What follows belongs to an exercise in optimizing a design on an open flow for small area; a production flow would make more cautious choices. Function was checked by simulation only, so behaviour that the tests miss may differ from the original. Power and IR drop assume default switching activity.

Design dsp_krnl_load_ctrl, start of the top module:
module dsp_krnl_load_ctrl #(
  parameter int NUM_TILES = 480,
  parameter int KERN_SZ   = 3,
  parameter int IMG_D     = 6,
  parameter int A_W       = 14,
  parameter int M_W       = 18,
  localparam int KRNL_WORDS = dsp_conv_pkg::krnl_words(KERN_SZ, IMG_D),
  localparam int TILE_W     = $clog2(NUM_TILES)
) (
  input  logic                 clk,
  input  logic                 rst,
  input  logic                 ce,
  input  logic                 cmd_valid,
  output logic                 cmd_ready,
  input  logic [TILE_W-1:0]    cmd_tile,
  input  logic                 cmd_bank,
  input  logic                 cmd_swap,
  input  logic                 s_valid,
  output logic                 s_ready,
  input  logic [M_W-1:0]       s_data,
  output logic [A_W-1:0]       krnl_wraddr,
  output logic [M_W-1:0]       krnl_wrdata,
  output logic [NUM_TILES-1:0] krnl_bram1_wren,
  output logic [NUM_TILES-1:0] krnl_bram2_wren,
  output logic [NUM_TILES-1:0] ld_new_kernel,
  output logic                 busy,
  output logic                 done,
  output logic                 cmd_err
);
Size in the first run: about 40 flip-flops, roughly 0.0086 mm^2 of cells after synthesis.
clock: 4.0 ns
lec_check: 0
cap_margin: 20
core_area: 3 2.72 757 59.84
cts_cluster_diameter: 40
cts_cluster_size: 10
die_area: 0 0 760 62
slew_margin: 20
standard.sh (not shown) runs the stock make flow with config.mk's settings and CLKGATE_MAP_FILE= SYNTH_SCRIPT=/design/flow/synth_recipe.tcl, a recipe that flattens the netlist after the stock synthesis.
==> flow/flow/run.sh <==
#!/bin/bash
# The standard ORFS layout, except that the port buffers are the smallest buffer
# cell instead of the one buffer_ports picks by default.
set -euo pipefail
export BUFFER_PORTS_ARGS="-buffer_cell sky130_fd_sc_hd__buf_1"
bash standard.sh > standard_flow.log 2>&1
The baseline completed without violations.
Next try:
==> flow/flow/run.sh (replaced) <==
#!/bin/bash
# The standard ORFS layout, except that:
# - the port buffers are the smallest buffer cell instead of the one
#   buffer_ports picks by default;
# - gates off the critical paths are downsized after global routing, and
#   flow/post_grt.tcl then repairs the slew, capacitance and timing limits.
set -euo pipefail
export BUFFER_PORTS_ARGS="-buffer_cell sky130_fd_sc_hd__buf_1"
export POST_GLOBAL_ROUTE_TCL="$PWD/flow/post_grt.tcl"
bash standard.sh RECOVER_POWER=100 finish > standard_flow.log 2>&1
==> flow/flow/post_grt.tcl (new file) <==
# Runs after global routing. Power recovery has downsized the gates that have
# timing slack, which can break the slew and capacitance limits: repair them,
# then any setup violations, legalising and rerouting after each repair.
estimate_parasitics -global_routing
repair_design_helper
global_route -start_incremental
detailed_placement
global_route -end_incremental
estimate_parasitics -global_routing
repair_timing_helper
global_route -start_incremental
detailed_placement
global_route -end_incremental
check_placement -verbose
- CTS_BUF_LIST: default -> sky130_fd_sc_hd__clkbuf_4 sky130_fd_sc_hd__clkbuf_8
- CTS_CLUSTER_DIAMETER: 40 -> 30
- CTS_CLUSTER_SIZE: 10 -> 6
- SETUP_SLACK_MARGIN: default -> 0.1
After rerunning:
- The changed run passed the timing, DRC and antenna checks
- setup slack loses 0.027 ns
- die area does not change
- cell count stays the same
- clock-buffer cell count is unchanged
- design area fell by 1.3%
- first-iteration DRC count rose by 3.1%
- synthesized cell count does not change
- power fell by 11%
- via count barely changes
- wire length barely changes
- register-to-register slack hardly moves

---

The RTL this note starts from:
==> flow/design.v <==
package dsp_conv_pkg;
  typedef enum logic [1:0] {
    IDLE = 2'd0,
    LOAD = 2'd1,
    SWAP = 2'd2,
    DONE = 2'd3
  } krnl_state_t;
  function automatic integer krnl_words(input integer kern_sz, input integer img_d);
    krnl_words = kern_sz * kern_sz * img_d;
  endfunction
endpackage
module dsp_onehot_dec #(
  parameter int N = 8,
  parameter int W = 3
) (
  input  logic         i_en,
  input  logic [W-1:0] i_idx,
  output logic [N-1:0] o_onehot
);
  generate
    for (genvar gi = 0; gi < N; gi++) begin : g_bit
      assign o_onehot[gi] = i_en && (i_idx == W'(gi));
    end
  endgenerate
endmodule
module dsp_krnl_load_ctrl #(
  parameter int NUM_TILES = 480,
  parameter int KERN_SZ   = 3,
  parameter int IMG_D     = 6,
  parameter int A_W       = 14,
  parameter int M_W       = 18,
  localparam int KRNL_WORDS = dsp_conv_pkg::krnl_words(KERN_SZ, IMG_D),
  localparam int TILE_W     = $clog2(NUM_TILES)
) (
  input  logic                 clk,
  input  logic                 rst,
  input  logic                 ce,
  input  logic                 cmd_valid,
  output logic                 cmd_ready,
  input  logic [TILE_W-1:0]    cmd_tile,
  input  logic                 cmd_bank,
  input  logic                 cmd_swap,
  input  logic                 s_valid,
  output logic                 s_ready,
  input  logic [M_W-1:0]       s_data,
  output logic [A_W-1:0]       krnl_wraddr,
  output logic [M_W-1:0]       krnl_wrdata,
  output logic [NUM_TILES-1:0] krnl_bram1_wren,
  output logic [NUM_TILES-1:0] krnl_bram2_wren,
  output logic [NUM_TILES-1:0] ld_new_kernel,
  output logic                 busy,
  output logic                 done,
  output logic                 cmd_err
);
  localparam int               IDX_W    = $clog2(KRNL_WORDS);
  localparam logic [IDX_W-1:0] PREV_IDX = IDX_W'(KRNL_WORDS - 2);
  localparam int               LO_W     = 4;
  localparam int               LO_N     = 1 << LO_W;
  localparam int               HI_N     = (NUM_TILES + LO_N - 1) / LO_N;
  dsp_conv_pkg::krnl_state_t r_state;
  logic [TILE_W-1:0]    r_tile;
  logic                 r_bank;
  logic                 r_swap;
  logic                 r_first;    
  logic [IDX_W-1:0]     r_wraddr;   
  logic [M_W-1:0]       r_wrdata;
  logic                 r_wr1;
  logic                 r_wr2;
  logic                 r_ld;
  logic                 r_done;
  logic                 r_cmd_err;
  logic w_cmd_ready, w_s_ready, w_cmd_fire, w_tile_ok, w_beat, w_last;
  assign w_cmd_ready = (r_state == dsp_conv_pkg::IDLE) && ce && !rst;
  assign w_s_ready   = (r_state == dsp_conv_pkg::LOAD) && ce && !rst;
  assign w_cmd_fire  = cmd_valid && w_cmd_ready;
  assign w_tile_ok   = (cmd_tile < TILE_W'(NUM_TILES));
  assign w_beat      = s_valid && w_s_ready;
  assign w_last      = !r_first && (r_wraddr == PREV_IDX);
  always_ff @(posedge clk) begin
    if (rst) begin
      r_state   <= dsp_conv_pkg::IDLE;
      r_tile    <= '0;
      r_bank    <= 1'b0;
      r_swap    <= 1'b0;
      r_first   <= 1'b0;
      r_wraddr  <= '0;
      r_wrdata  <= '0;
      r_wr1     <= 1'b0;
      r_wr2     <= 1'b0;
      r_ld      <= 1'b0;
      r_done    <= 1'b0;
      r_cmd_err <= 1'b0;
    end else begin
      r_wr1     <= w_beat && !r_bank;
      r_wr2     <= w_beat && r_bank;
      r_ld      <= ce && (r_state == dsp_conv_pkg::SWAP);
      r_done    <= ce && (r_state == dsp_conv_pkg::DONE);
      r_cmd_err <= w_cmd_fire && !w_tile_ok;
      if (w_cmd_fire && w_tile_ok) begin
        r_state <= dsp_conv_pkg::LOAD;
        r_tile  <= cmd_tile;
        r_bank  <= cmd_bank;
        r_swap  <= cmd_swap;
        r_first <= 1'b1;
      end
      if (w_beat) begin
        r_wraddr <= r_first ? '0 : r_wraddr + IDX_W'(1);
        r_wrdata <= s_data;
        r_first  <= 1'b0;
        if (w_last) begin
          r_state <= r_swap ? dsp_conv_pkg::SWAP : dsp_conv_pkg::DONE;
        end
      end
      if (ce && (r_state == dsp_conv_pkg::SWAP)) begin
        r_state <= dsp_conv_pkg::DONE;
      end
      if (ce && (r_state == dsp_conv_pkg::DONE)) begin
        r_state <= dsp_conv_pkg::IDLE;
      end
    end
  end
  logic [LO_N-1:0] w_lo_n;
  logic [HI_N-1:0] w_hi1_n, w_hi2_n, w_hild_n;
  logic [TILE_W-LO_W-1:0] w_hi;
  assign w_hi = r_tile[TILE_W-1:LO_W];
  generate
    for (genvar gl = 0; gl < LO_N; gl++) begin : g_lo
      assign w_lo_n[gl] = !(r_tile[LO_W-1:0] == LO_W'(gl));
    end
    for (genvar gh = 0; gh < HI_N; gh++) begin : g_hi
      assign w_hi1_n[gh]  = !(r_wr1 && (w_hi == (TILE_W-LO_W)'(gh)));
      assign w_hi2_n[gh]  = !(r_wr2 && (w_hi == (TILE_W-LO_W)'(gh)));
      assign w_hild_n[gh] = !(r_ld  && (w_hi == (TILE_W-LO_W)'(gh)));
    end
    for (genvar gi = 0; gi < NUM_TILES; gi++) begin : g_out
      assign krnl_bram1_wren[gi] = !(w_hi1_n[gi / LO_N]  || w_lo_n[gi % LO_N]);
      assign krnl_bram2_wren[gi] = !(w_hi2_n[gi / LO_N]  || w_lo_n[gi % LO_N]);
      assign ld_new_kernel[gi]   = !(w_hild_n[gi / LO_N] || w_lo_n[gi % LO_N]);
    end
  endgenerate
  assign cmd_ready   = w_cmd_ready;
  assign s_ready     = w_s_ready;
  assign busy        = (r_state != dsp_conv_pkg::IDLE);
  assign krnl_wraddr = A_W'(r_wraddr);
  assign krnl_wrdata = r_wrdata;
  assign done        = r_done;
  assign cmd_err     = r_cmd_err;
endmodule
export LEC_CHECK = 0
export CAP_MARGIN = 20
export CORE_AREA = 3 2.72 757 59.84
export CTS_BUF_LIST = sky130_fd_sc_hd__clkbuf_4 sky130_fd_sc_hd__clkbuf_8
export CTS_CLUSTER_DIAMETER = 30
export CTS_CLUSTER_SIZE = 6
export DIE_AREA = 0 0 760 62
export GPL_ROUTABILITY_DRIVEN = 0
export SETUP_SLACK_MARGIN = 0.1
export SLEW_MARGIN = 20
create_clock -name core_clock -period 4.0 [get_ports {clk}]
==> flow/flow/run.sh <==
#!/bin/bash
# The standard ORFS layout, except that:
# - the port buffers are the smallest buffer cell instead of the one
#   buffer_ports picks by default;
# - gates off the critical paths are downsized after global routing, and
#   flow/post_grt.tcl then repairs the slew, capacitance and timing limits.
set -euo pipefail
export BUFFER_PORTS_ARGS="-buffer_cell sky130_fd_sc_hd__buf_1"
export POST_GLOBAL_ROUTE_TCL="$PWD/flow/post_grt.tcl"
bash standard.sh RECOVER_POWER=100 finish > standard_flow.log 2>&1
==> flow/flow/post_grt.tcl <==
# Runs after global routing. Power recovery has downsized the gates that have
# timing slack, which can break the slew and capacitance limits: repair them,
# then any setup violations, legalising and rerouting after each repair.
estimate_parasitics -global_routing
repair_design_helper
global_route -start_incremental
detailed_placement
global_route -end_incremental
estimate_parasitics -global_routing
repair_timing_helper
global_route -start_incremental
detailed_placement
global_route -end_incremental
check_placement -verbose
The first run finished clean.
Then changed:
--- a/flow/config.mk
+++ b/flow/config.mk
@@ -12,5 +12,4 @@
 export CTS_CLUSTER_SIZE = 6
 export DIE_AREA = 0 0 760 62
-export GPL_ROUTABILITY_DRIVEN = 0
 export SETUP_SLACK_MARGIN = 0.1
 export SLEW_MARGIN = 20
What happened: The new run ran to the end with no violations. Maximum frequency does not change. Final cell count is unchanged. Die area does not change. Register-to-register slack barely changes. Count of clock-buffer cells in the layout stays the same. Via count does not change. Non-clock buffer count does not change. Sequential share of layout area is unchanged. Worst setup slack does not change. Global-route usage stays the same.
Then changed:
--- a/flow/config.mk
+++ b/flow/config.mk
@@ -7,9 +7,10 @@
 export LEC_CHECK = 0
 export CAP_MARGIN = 20
-export CORE_AREA = 3 2.72 757 59.84
+export CORE_AREA = 3 2.72 697 59.84
 export CTS_BUF_LIST = sky130_fd_sc_hd__clkbuf_4 sky130_fd_sc_hd__clkbuf_8
 export CTS_CLUSTER_DIAMETER = 30
 export CTS_CLUSTER_SIZE = 6
-export DIE_AREA = 0 0 760 62
+export DIE_AREA = 0 0 700 62
+export PLACE_DENSITY = 0.7
 export SETUP_SLACK_MARGIN = 0.1
 export SLEW_MARGIN = 20
Effect: Critical path depth is higher by 1. Total power is higher slightly. Global-route usage is higher by 2.5 points. Core utilization is higher by 3.1 points. Synthesized area stays the same.

[port drivers added, routing unchanged]
Ports are ideal in the flow. The routed layouts listed here were re-timed in OpenROAD. Step 1: set_driving_cell puts a clkbuf_16 on clk and a buf_2 on each other input, an assumption about the parent block. Step 2 moves the port delays by t, midway between the first and last clock arrival at a register: inputs arrive t later, outputs are due t later. That takes back most of the time a late clock gives input paths. Slacks: no drivers / after step 1 / after step 2; pairs: no drivers / after step 1.
| run | t (ns) | setup WS [ns] | worst data-port slew with drivers (ns) | pins driven straight from the clock port |
|---|---|---|---|---|
| the first run of note 1 | 0.327 | 0.257 / 0.224 / 0.551 | 0.06 | 1 |
| the second run of note 1 | 0.346 | 0.231 / 0.201 / 0.546 | 0.06 | 1 |
| the first run of note 2 | 0.323 | 0.125 / 0.103 / 0.426 | 0.05 | 1 |
| the second run of note 2 | 0.323 | 0.125 / 0.103 / 0.426 | 0.05 | 1 |
| the third run of note 2 | 0.343 | 0.097 / 0.075 / 0.418 | 0.08 | 1 |
After both steps setup and hold are still met in every run listed.
